Context: an optimization exercise on an open-source flow, tuned for small area. The choices shown serve that exercise and are no tape-out recipe. Only simulation tests tie the RTL to the original design; equivalence was not proved. Power figures rest on the tool's default switching activity, not on a simulated workload.

[flow/run.sh]
#!/bin/bash
# synth_recipe.tcl (not shown) runs the flow's synth.tcl, then flattens the netlist and writes it again
# the make line also repeats each setting of config.mk as NAME=value (left out here)
make -C /OpenROAD-flow-scripts/flow DESIGN_CONFIG=/design/flow/config.mk WORK_HOME=/design/flow/orfs CLKGATE_MAP_FILE= SYNTH_SCRIPT=/design/flow/synth_recipe.tcl finish
[flow/config.mk]
export PLATFORM = sky130hd
export DESIGN_NAME = spiMemorySlave
export DESIGN_NICKNAME = spiMemorySlave
export VERILOG_FILES = /design/flow/design.v
export SDC_FILE = /design/flow/constraint.sdc
export NUM_CORES = 4
export LEC_CHECK = 0
export CAP_MARGIN = 20
export CORE_MARGIN = 2
export CORE_UTILIZATION = 40
export SLEW_MARGIN = 20
[flow/constraint.sdc]
create_clock -name core_clock -period 8.0 [get_ports {clk}]
set_input_delay 1.6000 -clock core_clock [delete_from_list [all_inputs] [get_ports {clk}]]
set_output_delay 1.6000 -clock core_clock [all_outputs]
set_load 0.01 [all_outputs]
[flow/design.v]
package spiProtoPkg;
    typedef logic [7:0] spiByte;
    typedef logic [2:0] bitCount;
    typedef enum logic [2:0] {
        idle,
        getAddr,
        decode,
        readLoad,
        readShift,
        writeShift,
        writeCommit,
        waitCsHigh
    } spiState;
    localparam logic rwReadBit = 1'b1;
endpackage
package memMapPkg;
    localparam int memAddrWidth = 7;
    localparam int memDepth = 128;
    typedef logic [memAddrWidth-1:0] memAddr;
    typedef logic [7:0] memData;
endpackage
module inputConditioner #(
    parameter int waitTime = 3,
    parameter logic resetLevel = 1'b0
) (
    input  logic clk,
    input  logic arstN,
    input  logic noisy,
    output logic conditioned,
    output logic risingEdge,
    output logic fallingEdge
);
    localparam int cntWidth = (waitTime < 1) ? 1 : $clog2(waitTime + 1);
    logic syncMeta;
    logic syncOut;
    logic [cntWidth-1:0] stableCnt;
    always_ff @(posedge clk or negedge arstN) begin
        if (!arstN) begin
            syncMeta <= resetLevel;
            syncOut  <= resetLevel;
        end else begin
            syncMeta <= noisy;
            syncOut  <= syncMeta;
        end
    end
    always_ff @(posedge clk or negedge arstN) begin
        if (!arstN) begin
            stableCnt   <= '0;
            conditioned <= resetLevel;
            risingEdge  <= 1'b0;
            fallingEdge <= 1'b0;
        end else begin
            risingEdge  <= 1'b0;
            fallingEdge <= 1'b0;
            if (syncOut == conditioned) begin
                stableCnt <= '0;
            end else if (stableCnt == cntWidth'(waitTime)) begin
                stableCnt   <= '0;
                conditioned <= syncOut;
                risingEdge  <= syncOut;
                fallingEdge <= !syncOut;
            end else begin
                stableCnt <= stableCnt + 1'b1;
            end
        end
    end
endmodule
module shiftRegister
(
    input  logic   clk,
    input  logic   arstN,
    input  logic   shiftEn,
    input  logic   serialIn,
    input  logic   srLoad,
    input  memMapPkg::memData parallelIn,
    output spiProtoPkg::spiByte parallelOut,
    output logic   serialOut
);
    spiProtoPkg::spiByte shiftReg;
    always_ff @(posedge clk or negedge arstN) begin
        if (!arstN) begin
            shiftReg <= '0;
        end else if (srLoad) begin
            shiftReg <= parallelIn;
        end else if (shiftEn) begin
            shiftReg <= {shiftReg[8-2:0], serialIn};
        end
    end
    assign parallelOut = shiftReg;
    assign serialOut = shiftReg[8-1];
endmodule
module dataMemory
(
    input  logic              clk,
    input  logic              arstN,
    input  logic              memWe,
    input  memMapPkg::memAddr memAddr,
    input  memMapPkg::memData writeData,
    output memMapPkg::memData readData
);
    memMapPkg::memData mem [memMapPkg::memDepth];
    always_ff @(posedge clk or negedge arstN) begin
        if (!arstN) begin
            for (int i = 0; i < memMapPkg::memDepth; i++) begin
                mem[i] <= '0;
            end
        end else if (memWe) begin
            mem[memAddr] <= writeData;
        end
    end
    assign readData = mem[memAddr];
endmodule
module spiTransactionFsm
(
    input  logic              clk,
    input  logic              arstN,
    input  logic              csN,
    input  logic              sclkRise,
    input  logic              sclkFall,
    input  spiProtoPkg::spiByte parallelOut,
    input  logic              serialOut,
    output logic              shiftEn,
    output logic              srLoad,
    output memMapPkg::memAddr memAddr,
    output logic              memWe,
    output logic              miso,
    output logic              misoOe
);
    spiProtoPkg::spiState state;
    spiProtoPkg::bitCount bitCnt;
    logic    lastBit;
    assign shiftEn = sclkRise &&
                     ((state == spiProtoPkg::getAddr) || (state == spiProtoPkg::writeShift) || (state == spiProtoPkg::readShift));
    assign lastBit = shiftEn && (bitCnt == 3'd7);
    assign srLoad = (state == spiProtoPkg::readLoad);
    assign memWe  = (state == spiProtoPkg::writeCommit);
    always_ff @(posedge clk or negedge arstN) begin
        if (!arstN) begin
            state <= spiProtoPkg::idle;
        end else if (csN) begin
            state <= spiProtoPkg::idle;
        end else begin
            case (state)
                spiProtoPkg::idle: begin
                    state <= spiProtoPkg::getAddr;
                end
                spiProtoPkg::getAddr: begin
                    if (lastBit) begin
                        state <= spiProtoPkg::decode;
                    end
                end
                spiProtoPkg::decode: begin
                    if (parallelOut[0] == spiProtoPkg::rwReadBit) begin
                        state <= spiProtoPkg::readLoad;
                    end else begin
                        state <= spiProtoPkg::writeShift;
                    end
                end
                spiProtoPkg::readLoad: begin
                    state <= spiProtoPkg::readShift;
                end
                spiProtoPkg::readShift: begin
                    if (lastBit) begin
                        state <= spiProtoPkg::waitCsHigh;
                    end
                end
                spiProtoPkg::writeShift: begin
                    if (lastBit) begin
                        state <= spiProtoPkg::writeCommit;
                    end
                end
                spiProtoPkg::writeCommit: begin
                    state <= spiProtoPkg::waitCsHigh;
                end
                spiProtoPkg::waitCsHigh: begin
                    state <= spiProtoPkg::waitCsHigh;
                end
                default: begin
                    state <= spiProtoPkg::idle;
                end
            endcase
        end
    end
    always_ff @(posedge clk or negedge arstN) begin
        if (!arstN) begin
            bitCnt <= '0;
        end else if (csN || (state == spiProtoPkg::idle)) begin
            bitCnt <= '0;
        end else if (shiftEn) begin
            bitCnt <= bitCnt + 1'b1;
        end
    end
    always_ff @(posedge clk or negedge arstN) begin
        if (!arstN) begin
            memAddr <= '0;
        end else if (state == spiProtoPkg::decode) begin
            memAddr <= parallelOut[8-1 -: memMapPkg::memAddrWidth];
        end
    end
    always_ff @(posedge clk or negedge arstN) begin
        if (!arstN) begin
            miso   <= 1'b0;
            misoOe <= 1'b0;
        end else if (csN) begin
            miso   <= 1'b0;
            misoOe <= 1'b0;
        end else if (sclkFall) begin
            if (state == spiProtoPkg::readShift) begin
                miso   <= serialOut;
                misoOe <= 1'b1;
            end else begin
                miso   <= 1'b0;
                misoOe <= 1'b0;
            end
        end
    end
endmodule
module spiMemorySlave
#(
    parameter int waitTime = 3
) (
    input  logic clk,
    input  logic arstN,
    input  logic sclk,
    input  logic csN,
    input  logic mosi,
    output logic miso,
    output logic misoOe
);
    logic   csClean;
    logic   sclkRise;
    logic   sclkFall;
    logic   mosiClean;
    logic   shiftEn;
    logic   srLoad;
    logic   memWe;
    logic   serialOut;
    memMapPkg::memAddr addr;
    spiProtoPkg::spiByte parallelOut;
    memMapPkg::memData readData;
    inputConditioner #(
        .waitTime  (waitTime),
        .resetLevel(1'b1)
    ) csCond (
        .clk        (clk),
        .arstN      (arstN),
        .noisy      (csN),
        .conditioned(csClean),
        .risingEdge (),
        .fallingEdge()
    );
    inputConditioner #(
        .waitTime  (waitTime),
        .resetLevel(1'b0)
    ) sclkCond (
        .clk        (clk),
        .arstN      (arstN),
        .noisy      (sclk),
        .conditioned(),
        .risingEdge (sclkRise),
        .fallingEdge(sclkFall)
    );
    inputConditioner #(
        .waitTime  (waitTime),
        .resetLevel(1'b0)
    ) mosiCond (
        .clk        (clk),
        .arstN      (arstN),
        .noisy      (mosi),
        .conditioned(mosiClean),
        .risingEdge (),
        .fallingEdge()
    );
    shiftRegister shiftReg (
        .clk        (clk),
        .arstN      (arstN),
        .shiftEn    (shiftEn),
        .serialIn   (mosiClean),
        .srLoad     (srLoad),
        .parallelIn (readData),
        .parallelOut(parallelOut),
        .serialOut  (serialOut)
    );
    dataMemory dataMem (
        .clk      (clk),
        .arstN    (arstN),
        .memWe    (memWe),
        .memAddr  (addr),
        .writeData(parallelOut),
        .readData (readData)
    );
    spiTransactionFsm txnFsm (
        .clk        (clk),
        .arstN      (arstN),
        .csN        (csClean),
        .sclkRise   (sclkRise),
        .sclkFall   (sclkFall),
        .parallelOut(parallelOut),
        .serialOut  (serialOut),
        .shiftEn    (shiftEn),
        .srLoad     (srLoad),
        .memAddr    (addr),
        .memWe      (memWe),
        .miso       (miso),
        .misoOe     (misoOe)
    );
endmodule
==> impl_metrics.csv <==
group,metric,value,unit
power_and_ir_drop,p_switching,2.99,mW
timing,hold_violations,0,
synthesis,yosys.area_share.simple,0.0633,
floorplan,core_area,0.118,sq mm
timing,finalCritPeriodShare,0.588,
timing,fmax,213,MHz
synthesis,synth_top_family_by_area,"multiplexers",
synthesis,synth.area.mux_share,0.249,
detailed_routing,wl_per_cell,38.4,microns
power_and_ir_drop,clockPowerShare,0.475,
final_layout,fill_cells,10700,
detailed_routing,drt_pre_antenna_iters,9,
timing,grt_setup_unrepaired,"false",
final_layout,multiInputGateArea,0.0200,sq mm
timing,period_minus_slack,4.71,ns
final_layout,drive_gt1_frac,0.407,
synthesis,synth-seq-cells,1064,
final_layout,seq_area,0.0267,sq mm
detailed_routing,num_vias,35200,
cts,cts_buffer_depth,3,
timing,fin_setup_tns,0,ns
global_route,grt_max_degree,156,
synthesis,ys_async_sr_fraction,1.00,
timing,drv_slew,0,
final_layout,synthToLayoutAreaGrowth,12.4,%
timing,worst_pin_slew,1.34,ns
synthesis,yosysSeqAreaShare,0.558,
global_route,grt_usage,0.326,
cts,clkTransAtPathRegs,0.07,ns
final_layout,mostFrequentLayoutCells,"dfrtp_1, mux2_2, a22oi_1, buf_4, nor2_1",
global_route,antenna_found_initial,15,
setup_path,ff2ff_setup_slack,3.29,ns
min_path,hp-class,"reg -> reg",
detailed_routing,initialDrtViolationCount,5168,
detailed_routing,postRouteWirelength,200,mm
timing,fin_hold_ws,0.355,ns
cts,cts_max_level,3,
synthesis,synth_xor_area_frac,0.000550,
power_and_ir_drop,ir_drop,0.156,mV
detailed_routing,ant_nets,0,
global_route,grt-ovfl-total,0,
cts,cts-buffers-inserted,113,
synthesis,synth_cells,3628,
setup_path,path_class,"reg -> reg",
floorplan,dieHeight,349,microns
setup_path,crit_top_cell,"buf_4",
synthesis,syn_area_per_cell,13.2,sq um
final_layout,fin_nets,3599,
timing,setup_viol,0,
timing,max_slew_margin,0.106,
placed_design,place_inst,5007,
setup_path,crit_arrival,5.30,ns
setup_path,critPathLaunchType,"register",
power_and_ir_drop,pwr-share-comb,0.053,
floorplan,rows,126,
final_layout,mostFrequentLayoutCell,"dfrtp_1",
placed_design,io_buffers,6,
placed_design,dp_hpwl,129,mm
floorplan,die_w,349,microns
power_and_ir_drop,p_int,8.79,mW
detailed_routing,drcViolationCount,0,
power_and_ir_drop,finalPower,11.8,mW
cts,cts_hold_buffers,0,
cts,clock_latency,0.73,ns
synthesis,yosysWarnings,6,
cts,post_cts_buffers,0,
synthesis,synth_ff_type,"dfrtp_1",
synthesis,synthesis.nets,3638,
final_layout,final_util,0.454,
power_and_ir_drop,p_sw_frac,0.253,
final_layout,stdcell_area,0.0537,sq mm
setup_path,critPathMaxStageDelay,1.27,ns
timing,clock_skew,0.0362,ns
power_and_ir_drop,p_per_area,219,mW/mm^2
synthesis,synth_compound_area_frac,0.100,
job,cap_viol_max_count,0,
placed_design,place_congestion,1.09,
setup_path,critPathCaptureType,"register",
status,status,"no timing/DRC/antenna violations",
setup_path,path_max_fanout,31,
power_and_ir_drop,power.leakage,24.5,nW
placed_design,dpl_cell_area,0.0497,sq mm
synthesis,synthAdderAreaFrac,0.00131,
placed_design,pre_cts_ws,3.56,ns
synthesis,synth_area,0.0477,sq mm
setup_path,cp_slowest_cell,"nor2_2",
cts,cts_resized,0,
cts,cts_root_buf,"clkbuf_16",
synthesis,synth-edff-count,0,
cts,clock-sinks,1064,
synthesis,ys_types,69,
global_route,grt_pass1_wl,279,mm
setup_path,worstPathCellList,"buf_4, nor3_4, buf_4, nand2_1, nor2_2, mux2_2",
cts,cts_tree,"done",
detailed_routing,routed_via_density,6.75,
setup_path,worstPathRequired,8.59,ns
floorplan,num_io_pins,7,
floorplan,dieArea,0.122,sq mm
power_and_ir_drop,pwr-share-seq,0.472,
global_route,grt_pass1_vias,33900,
final_layout,final_cells,5223,
timing,worst_slack,3.29,ns
floorplan,start_util,0.404,
-- critical path, delay by kind of cell, from the launching register on --
| family | cells | cell delay [ns] |
|---|---|---|
| mux | 1 | 0.42 |
| simple gates | 3 | 2.62 |
| buf+inv | 2 | 0.89 |
| flops | 1 | 0.60 |
-- state kept, by name (all words and copies together) (netlist names), 2 cells and up --
signal / cells
csCond.stableCnt: 2
dataMem.mem: 1024
mosiCond.stableCnt: 2
sclkCond.stableCnt: 2
shiftReg.shiftReg: 8
txnFsm.bitCnt: 3
txnFsm.memAddr: 7
txnFsm.state: 3
-- power groups by stage --
stage	Sequential, mW	Combinational [mW]	Clock (mW)
global placement	5.65	0.599	0
CTS	5.55	0.602	5.63
detailed placement	5.65	0.601	0
floorplan	5.54	0.313	0
finish	5.56	0.627	5.59
global route	5.56	0.650	5.84
-- worst paths after layout --
path / from / endpoint / cells after the start
max: txnFsm.memAddr[5]$_DFFE_PN0N_ / dataMem.mem[9][7]$_DFFE_PN0P_ / 6
min: sclkCond.syncMeta$_DFF_PN0_ / sclkCond.syncOut$_DFF_PN0_ / 0
max reg2reg: txnFsm.memAddr[5]$_DFFE_PN0N_ / dataMem.mem[9][7]$_DFFE_PN0P_ / 6
min reg2reg: sclkCond.syncMeta$_DFF_PN0_ / sclkCond.syncOut$_DFF_PN0_ / 0
max in group asynchronous: arstN / dataMem.mem[77][7]$_DFFE_PN0P_ / 3
min in group asynchronous: arstN / dataMem.mem[51][0]$_DFFE_PN0P_ / 1
-- final cells by class --
type | instances | share of cell area
Antenna cell | 2 | 0.0000932
Clock buffer | 163 | 0.0632
Clock inverter | 48 | 0.0100
Inverter | 4 | 0.000280
Multi-Input combinational cell | 2260 | 0.372
Sequential cell | 1064 | 0.497
Tap cell | 1536 | 0.0358
Timing Repair Buffer | 146 | 0.0220
-- logic make-up (layout without fill, tap and decap cells) --
kind of cell / count (synthesis) / count (layout)
flip-flops: 1064 / 1064
AND/OR/NAND/NOR: 557 / 557
multiplexers: 1058 / 1058
AO/OA/AOI/OAI: 637 / 637
other: 0 / 2
adder cells (fa/ha/maj): 5 / 5
buffers and inverters: 304 / 361
XOR/XNOR: 3 / 3
-- synthesized netlist by cell type, types with 5 or more instances --
master / n / area, sq um
o2111ai_1: 5 / 43.8
a22o_1: 49 / 429
nand4b_1: 5 / 43.8
nor4_1: 28 / 175
o21ai_0: 40 / 200
buf_6: 5 / 56.3
nand2b_1: 8 / 50.1
dfrtp_1: 1061 / 26600
ha_1: 5 / 62.6
a32o_1: 8 / 80.1
clkbuf_1: 172 / 646
a22oi_1: 230 / 1730
a32oi_1: 75 / 657
nor2_1: 135 / 507
nand2_1: 72 / 270
and3_1: 16 / 100
a221oi_1: 48 / 420
a21oi_1: 56 / 280
buf_2: 81 / 405
a2111oi_0: 9 / 78.8
o22ai_1: 68 / 425
nand4_1: 32 / 200
nand4bb_1: 5 / 56.3
nor3_1: 10 / 50.1
buf_1: 28 / 105
a31oi_1: 7 / 43.8
nor2_2: 63 / 394
buf_4: 13 / 97.6
nor2b_1: 9 / 56.3
and3b_1: 7 / 61.3
nand3b_1: 6 / 45.0
mux2i_1: 15 / 150
mux2_2: 1043 / 11700
or4_1: 17 / 128
a222oi_1: 18 / 180
and4b_1: 5 / 50.1
nand3_1: 109 / 546
-- metal layers --
metal	wire length, microns	GRT usage	up-vias
met5	225	0.00392	-
met4	16300	0.217	24
met3	27600	0.139	665
met2	80100	0.440	2524
met1	76300	0.421	18400
li1	-	-	13600

## static timing again, ports no longer ideal
The results above use ideal ports. As a check the final layout listed here was re-extracted and re-timed, cells and wires unchanged.
Step 1, drivers: a clkbuf_16 drives clk and a buf_2 each remaining input, both assumed.
Step 2 times the ports against the registers' clock, not the clock port: input delays grow and output delays shrink by t, the midpoint of the rising clock arrivals with the driver on.
Slacks: ideal / step 1 / step 2; pairs: ideal / step 1.
t, ns: 0.792
setup slack, ns: 3.294 / 3.294 / 3.294
hold WS [ns]: 0.355 / 0.355 / 0.355
clock arrival spread, ns: 0.036 / 0.037
worst register clock-pin slew, ns: 0.07 / 0.07
After both steps setup and hold are still met in this run. For this run, drivers alone change the setup slack by 0.000 ns; drivers and shift together by 0.000 ns.
